This design comes from an exercise in tuning for small area and a short achievable clock period on the open sky130 flow, not from production work.
At most, simulation tests tie the RTL to the original design; equivalence was not proved.

Setup of S:
// adpll_ctrl
module adpll_ctrl (
   input  logic         clk,
   input  logic         rst_accum_all,
   input  logic [25:0]  fcw,
   input  logic [1:0]   adpll_mode,
   input  logic [11:0]  tdc_word,
   input  logic [29:0]  coefs,
   input  logic [23:0]  test,
   output logic [20:0]  dco_words,
   output logic [2:0]   pwr,
   output logic         channel_lock,
   output logic         channel_sat
);
   adpll_types_pkg::adpll_mode_e           adpll_mode_t;
   adpll_types_pkg::coef_regs_s            coefs_t;
   adpll_types_pkg::test_ctrl_s            test_t;
   adpll_types_pkg::bank_words_s           dco_words_t;
   adpll_types_pkg::pwr_ctrl_s             pwr_t;
   assign adpll_mode_t = adpll_types_pkg::adpll_mode_e'(adpll_mode);
   assign coefs_t      = coefs;
   assign test_t       = test;
   assign dco_words    = dco_words_t;
   assign pwr          = pwr_t;
   logic                                   st_cl, st_cm, st_cs, mode_test;
   adpll_types_pkg::filt_cfg_s             filt;
   logic signed [4:0]                      fixed_l;
  ...
For scale: ~4500 cells after synthesis, ~120 I/O pins.
export LEC_CHECK = 0
export ABC_AREA = 1
export CAP_MARGIN = 20
export CORE_MARGIN = 2
export CORE_UTILIZATION = 40
export SLEW_MARGIN = 20
create_clock -name core_clock -period 33.0 [get_ports {clk}]
standard.sh (not shown) runs the stock make flow with config.mk's settings and CLKGATE_MAP_FILE= SYNTH_SCRIPT=/design/flow/synth_recipe.tcl, a recipe that flattens the netlist after the stock synthesis.
==> flow/flow/run.sh <==
#!/bin/bash
# Standard layout, with plain buffers on the ports and no CTS dummy loads
set -euo pipefail
export BUFFER_PORTS_ARGS="-buffer_cell sky130_fd_sc_hd__buf_2"
export CTS_ARGS="-sink_clustering_enable -repair_clock_nets -buf_list sky130_fd_sc_hd__clkbuf_8 -dont_use_dummy_load -sink_clustering_size 30"
bash standard.sh finish > standard_flow.log 2>&1
Input changes introduced in T (baseline for comparison: S):
# S
export LEC_CHECK = 0
export ABC_AREA = 1
export CAP_MARGIN = 20
export CORE_MARGIN = 2
export CORE_UTILIZATION = 40
export SLEW_MARGIN = 20
create_clock -name core_clock -period 33.0 [get_ports {clk}]
# T
export LEC_CHECK = 0
export ABC_AREA = 1
export CAP_MARGIN = 0
export CORE_MARGIN = 2
export CORE_UTILIZATION = 65
export SLEW_MARGIN = 0
create_clock -name core_clock -period 33.0 [get_ports {clk}]
==> flow/run.sh (new file) <==
#!/bin/bash
# synth_recipe.tcl (not shown) runs the flow's synth.tcl, then flattens the netlist and writes it again
# the make line also repeats each setting of config.mk as NAME=value (left out here)
make -C /OpenROAD-flow-scripts/flow DESIGN_CONFIG=/design/flow/config.mk WORK_HOME=/design/flow/orfs CLKGATE_MAP_FILE= SYNTH_SCRIPT=/design/flow/synth_recipe.tcl finish
removed: flow/flow/run.sh
removed: flow/standard.sh
## What came out
All of S and T finish clean. Storage element area across S and T: no real change. What S reported for placed instance count has to be multiplied by 0.935 to get the figure for T. T vs S — worst path setup slack after routing dropped 0.64 ns. Final critical path time including I/O delays and setup in T vs S: up 0.64 ns.


## main
adpll_ctrl, a different RTL version from the one above (not shown whole).
Size: roughly 4000 cells after synthesis, ~220 flip-flops, ~120 I/O pins, about 26000 um2 of cells after synthesis.
## adpll_ctrl
module adpll_ctrl (
   input  logic         clk,
   input  logic         rst_accum_all,
   input  logic [25:0]  fcw,
   input  logic [1:0]   adpll_mode,
   input  logic [11:0]  tdc_word,
   input  logic [29:0]  coefs,
   input  logic [23:0]  test,
   output logic [20:0]  dco_words,
   output logic [2:0]   pwr,
   output logic         channel_lock,
   output logic         channel_sat
);
clock: 33.0 ns
lec_check: 0
abc_area: 1
cap_margin: 20
core_margin: 2
core_utilization: 60
place_density: 0.75
setup_slack_margin: 2
slew_margin: 20
==> flow/flow/run.sh <==
#!/bin/bash
# The standard layout (standard.sh: unchanged synthesis, floorplan, placement,
# CTS, routing), with two settings changed:
#  - the port buffers are plain buf_1 cells instead of the delay buffers the
#    resizer picks by default (every port still gets its own buffer);
#  - CTS uses clkbuf_16 with larger sink clusters and no dummy loads.
# The whole ORFS run's output goes to standard_flow.log here; ORFS also keeps
# each step's own log under orfs/logs/.
set -euo pipefail
export RECOVER_POWER=50
export BUFFER_PORTS_ARGS="-buffer_cell sky130_fd_sc_hd__buf_1"
export CTS_ARGS="-sink_clustering_enable -repair_clock_nets -buf_list sky130_fd_sc_hd__clkbuf_16 -dont_use_dummy_load -sink_clustering_size 20 -sink_clustering_max_diameter 120"
bash standard.sh finish > standard_flow.log 2>&1
To summarise main: no stage aborted, but the layout did not pass its checks, failing on capacitance limit, slew limit.
> inputs changed (main -> the feature branch)
diff --git a/flow/flow/run.sh b/flow/flow/run.sh
--- a/flow/flow/run.sh
+++ b/flow/flow/run.sh
@@ -8,5 +8,4 @@
 # each step's own log under orfs/logs/.
 set -euo pipefail
-export RECOVER_POWER=50
 export BUFFER_PORTS_ARGS="-buffer_cell sky130_fd_sc_hd__buf_1"
 export CTS_ARGS="-sink_clustering_enable -repair_clock_nets -buf_list sky130_fd_sc_hd__clkbuf_16 -dont_use_dummy_load -sink_clustering_size 20 -sink_clustering_max_diameter 120"
## What came out
Both conditions hold for the feature branch: the flow ran to the end and the final layout passed the timing, DRC and antenna checks.
Cmp the feature branch vs main: worst-case setup margin in the final layout higher in the feature branch
Taking main as the reference, in the feature branch wire length has remained practically unchanged, slew of the pin with the lowest slew margin has decreased, fmax has increased.
Standard cell with the maximum stage delay on the critical path = sky130_fd_sc_hd__fa_1: the feature branch; standard cell with the maximum stage delay on the critical path = sky130_fd_sc_hd__buf_6: main


Setup of before:
Another version of the RTL of adpll_ctrl (not shown whole).
Size in the first run: roughly 4000 cells after synthesis, about 220 flip-flops, about 120 I/O pins, ~25000 sq um of cells after synthesis.
==> flow/design.v (excerpt) <==
module adpll_ctrl (
   input  logic         clk,
   input  logic         rst_accum_all,
   input  logic [25:0]  fcw,
   input  logic [1:0]   adpll_mode,
   input  logic [11:0]  tdc_word,
   input  logic [29:0]  coefs,
   input  logic [23:0]  test,
   output logic [20:0]  dco_words,
   output logic [2:0]   pwr,
   output logic         channel_lock,
   output logic         channel_sat
);
export LEC_CHECK = 0
export ABC_AREA = 1
export CAP_MARGIN = 20
export CORE_MARGIN = 2
export CORE_UTILIZATION = 60
export PLACE_DENSITY = 0.75
export SETUP_SLACK_MARGIN = 2.5
export SLEW_MARGIN = 20
create_clock -name core_clock -period 33.0 [get_ports {clk}]
==> flow/flow/run.sh <==
#!/bin/bash
# The standard layout (standard.sh: unchanged synthesis, floorplan, placement,
# CTS, routing), with two settings changed:
#  - the port buffers are plain buf_1 cells instead of the delay buffers the
#    resizer picks by default (every port still gets its own buffer);
#  - CTS uses clkbuf_16 with larger sink clusters and no dummy loads.
# The whole ORFS run's output goes to standard_flow.log here; ORFS also keeps
# each step's own log under orfs/logs/.
set -euo pipefail
export BUFFER_PORTS_ARGS="-buffer_cell sky130_fd_sc_hd__buf_1"
export CTS_ARGS="-sink_clustering_enable -repair_clock_nets -buf_list sky130_fd_sc_hd__clkbuf_16 -dont_use_dummy_load -sink_clustering_size 20 -sink_clustering_max_diameter 120"
bash standard.sh finish > standard_flow.log 2>&1
[inputs] after vs before
Settings: changing SETUP_SLACK_MARGIN from 2.5 to 2.
The more densely filled core belongs to before, not after.
before has higher total global routing track utilization than after.
Between after and before, worst hold slack is lower for after, before comes in above that.
No run of this note included a check of the RTL's function; only the layout flow was run.


adpll_ctrl, a different RTL version from the one above (not shown whole).
Size in the first run: roughly 220 flip-flops, ~25000 µm² of cells after synthesis.
==> flow/config.mk <==
export PLATFORM = sky130hd
export DESIGN_NAME = adpll_ctrl
export DESIGN_NICKNAME = adpll_ctrl
export VERILOG_FILES = /design/flow/design.v
export SDC_FILE = /design/flow/constraint.sdc
export NUM_CORES = 4
export LEC_CHECK = 0
export ABC_AREA = 1
export CAP_MARGIN = 20
export CORE_MARGIN = 2
export CORE_UTILIZATION = 55
export SLEW_MARGIN = 20
==> flow/constraint.sdc <==
create_clock -name core_clock -period 33.0 [get_ports {clk}]
set_input_delay 6.6000 -clock core_clock [delete_from_list [all_inputs] [get_ports {clk}]]
set_output_delay 6.6000 -clock core_clock [all_outputs]
set_load 0.01 [all_outputs]
Scripts as last shown in full above: flow/flow/run.sh
==> next run, changes <==
- CORE_UTILIZATION: 55 -> 60
- PLACE_DENSITY: default -> 0.75
Core utilization rises by 4.8 points. Via count rises by 0.88%. Worst setup slack improved by 150 ps. Design area falls by 0.41%. Wire length falls by 3.3%. Critical path depth falls by 8.
Function was not checked in any run of this note: the RTL went through the layout flow alone.


P:
RTL: one of the versions met above, not the one the previous note started from.
For scale: about 220 flip-flops, roughly 28,000 um^2 of cells after synthesis.
clock: 33.0 ns
lec_check: 0
abc_area: 0
cap_margin: 20
core_margin: 2
core_utilization: 60
place_density: 0.75
slew_margin: 20
Scripts as last shown in full above: flow/flow/run.sh
Relative to P, the following input files were edited for Q:
- a change of ABC_AREA from 0 to 1
[summary]
Global-route met2 utilization is higher on P
Highest layer used for signal routing = met4: Q; highest layer used for signal routing = met5: P
Count of distinct cell types in the synthesized netlist, Q and P: higher on P
Die area | Q < P
End of the critical path = dco_words[16]: P; end of the critical path = channel_sat: Q
Diff P -> Q: setup slack now sits higher; global placement routability congestion now sits lower.
Comparing wire length of the first global-routing pass for Q and P, the smaller number came from Q.
Relative to P, the maximum number of pins on one net before global-route repair measured on Q has increased by more than a quarter.
Minimum period implied by the final worst setup slack: Q and P compared, lower one is Q
No run of this note included a check of the RTL's function; only the layout flow was run.


run a:
adpll_ctrl, a different RTL version from the one above (not shown whole).
For scale: ~4100 cells after synthesis, about 220 flip-flops, roughly 120 I/O pins, roughly 0.025 sq mm of cells after synthesis.
==> flow/design.v (excerpt) <==
module adpll_ctrl (
   input  logic         clk,
   input  logic         rst_accum_all,
   input  logic [25:0]  fcw,
   input  logic [1:0]   adpll_mode,
   input  logic [11:0]  tdc_word,
   input  logic [29:0]  coefs,
   input  logic [23:0]  test,
   output logic [20:0]  dco_words,
   output logic [2:0]   pwr,
   output logic         channel_lock,
   output logic         channel_sat
);
Settings: LEC_CHECK=0, ABC_AREA=1, CAP_MARGIN=20, CORE_MARGIN=2, CORE_UTILIZATION=60, PLACE_DENSITY=0.75, SETUP_SLACK_MARGIN=3, SLEW_MARGIN=20; clock period 33.0 ns.
Scripts as last shown in full above: flow/flow/run.sh
Setup changes, run a to run b
Settings: swapping 3 for 2 in SETUP_SLACK_MARGIN.
Results
- Run b against run a: final critical-path share of the clock period picked up an extra 1.8 points, detailed-routing wirelength on met1 decreased by 1.0% relative to the old numbers.
- Run a -> run b: sequential cell count delta 0, exact match
- Where final area is concerned, run a is outperformed by run b.


## v6
Another version of the RTL of adpll_ctrl (not shown whole).
For scale: ~4100 cells after synthesis, about 230 flip-flops, ~120 I/O pins, ~0.026 mm² of cells after synthesis.
clock: 33.0 ns
lec_check: 0
abc_area: 1
cap_margin: 20
core_margin: 2
core_utilization: 40
setup_slack_margin: 3
slew_margin: 20
Scripts as last shown in full above: flow/flow/run.sh
Modified inputs, v7 compared to v6
- removing SETUP_SLACK_MARGIN (formerly 3)
diff --git a/flow/flow/run.sh b/flow/flow/run.sh
--- a/flow/flow/run.sh
+++ b/flow/flow/run.sh
@@ -9,4 +9,4 @@
 set -euo pipefail
 export BUFFER_PORTS_ARGS="-buffer_cell sky130_fd_sc_hd__buf_1"
-export CTS_ARGS="-sink_clustering_enable -repair_clock_nets -buf_list sky130_fd_sc_hd__clkbuf_16 -dont_use_dummy_load -sink_clustering_size 20 -sink_clustering_max_diameter 120"
+export CTS_ARGS="-sink_clustering_enable -repair_clock_nets -buf_list sky130_fd_sc_hd__clkbuf_16 -dont_use_dummy_load"
 bash standard.sh finish > standard_flow.log 2>&1
## What came out
- Changes observed in v7 relative to v6: fraction of area in multi-input gates lower; non-clock buffer count lower.
- v7 completed; timing, DRC and antenna clean
- Diff v6 -> v7: first-pass GRT wire length went down 840 µm; post-cts sizing count went down 89.
- v6 -> v7: full die area delta 0, exact match

[separate check: timing with driven ports]
How much do the figures lean on ideal ports? The routed layouts below were timed once more, with nothing changed but the port constraints.
Step 1 assumes that a clkbuf_16 drives the clock port and a buf_2 every other input.
Step 2 also shifts input and output timing later by t, the mid clock arrival at the registers, as if the neighbouring blocks saw the same clock.
Three values: ideal, step 1, step 2; two values: the first two.
run | shift t [ns] | setup slack, ns | hold slack, ns | latest minus earliest clock arrival (ns)
S | 0.684 | 2.163 / 2.126 / 2.126 | 0.462 / 0.462 / 0.462 | 0.088 / 0.087
T | 0.635 | 1.523 / 1.499 / 1.499 | 0.445 / 0.445 / 0.445 | 0.026 / 0.026
main | 0.566 | 2.896 / 2.870 / 2.870 | 0.451 / 0.451 / 0.451 | 0.026 / 0.025
the feature branch | 0.565 | 3.164 / 3.137 / 3.137 | 0.454 / 0.454 / 0.454 | 0.025 / 0.026
before | 0.565 | 3.350 / 3.326 / 3.326 | 0.459 / 0.459 / 0.459 | 0.029 / 0.029
after | 0.567 | 2.956 / 2.933 / 2.933 | 0.452 / 0.452 / 0.452 | 0.025 / 0.025
the first run of note 4 | 0.566 | 1.820 / 1.798 / 1.798 | 0.446 / 0.446 / 0.446 | 0.036 / 0.036
the second run of note 4 | 0.568 | 1.974 / 1.946 / 1.946 | 0.455 / 0.455 / 0.455 | 0.032 / 0.032
P | 0.582 | 0.566 / 0.543 / 0.543 | 0.484 / 0.484 / 0.484 | 0.036 / 0.036
Q | 0.563 | 1.725 / 1.666 / 1.666 | 0.453 / 0.453 / 0.453 | 0.032 / 0.032
run a | 0.571 | 3.900 / 3.873 / 3.873 | 0.453 / 0.453 / 0.453 | 0.029 / 0.029
run b | 0.571 | 3.310 / 3.283 / 3.283 | 0.453 / 0.453 / 0.453 | 0.028 / 0.028
v6 | 0.585 | 3.691 / 3.662 / 3.662 | 0.456 / 0.456 / 0.456 | 0.030 / 0.030
v7 | 0.637 | 1.774 / 1.744 / 1.744 | 0.451 / 0.451 / 0.451 | 0.032 / 0.032
For Q, which loses most, drivers alone change the setup slack by -0.059 ns; drivers and shift together by -0.059 ns.
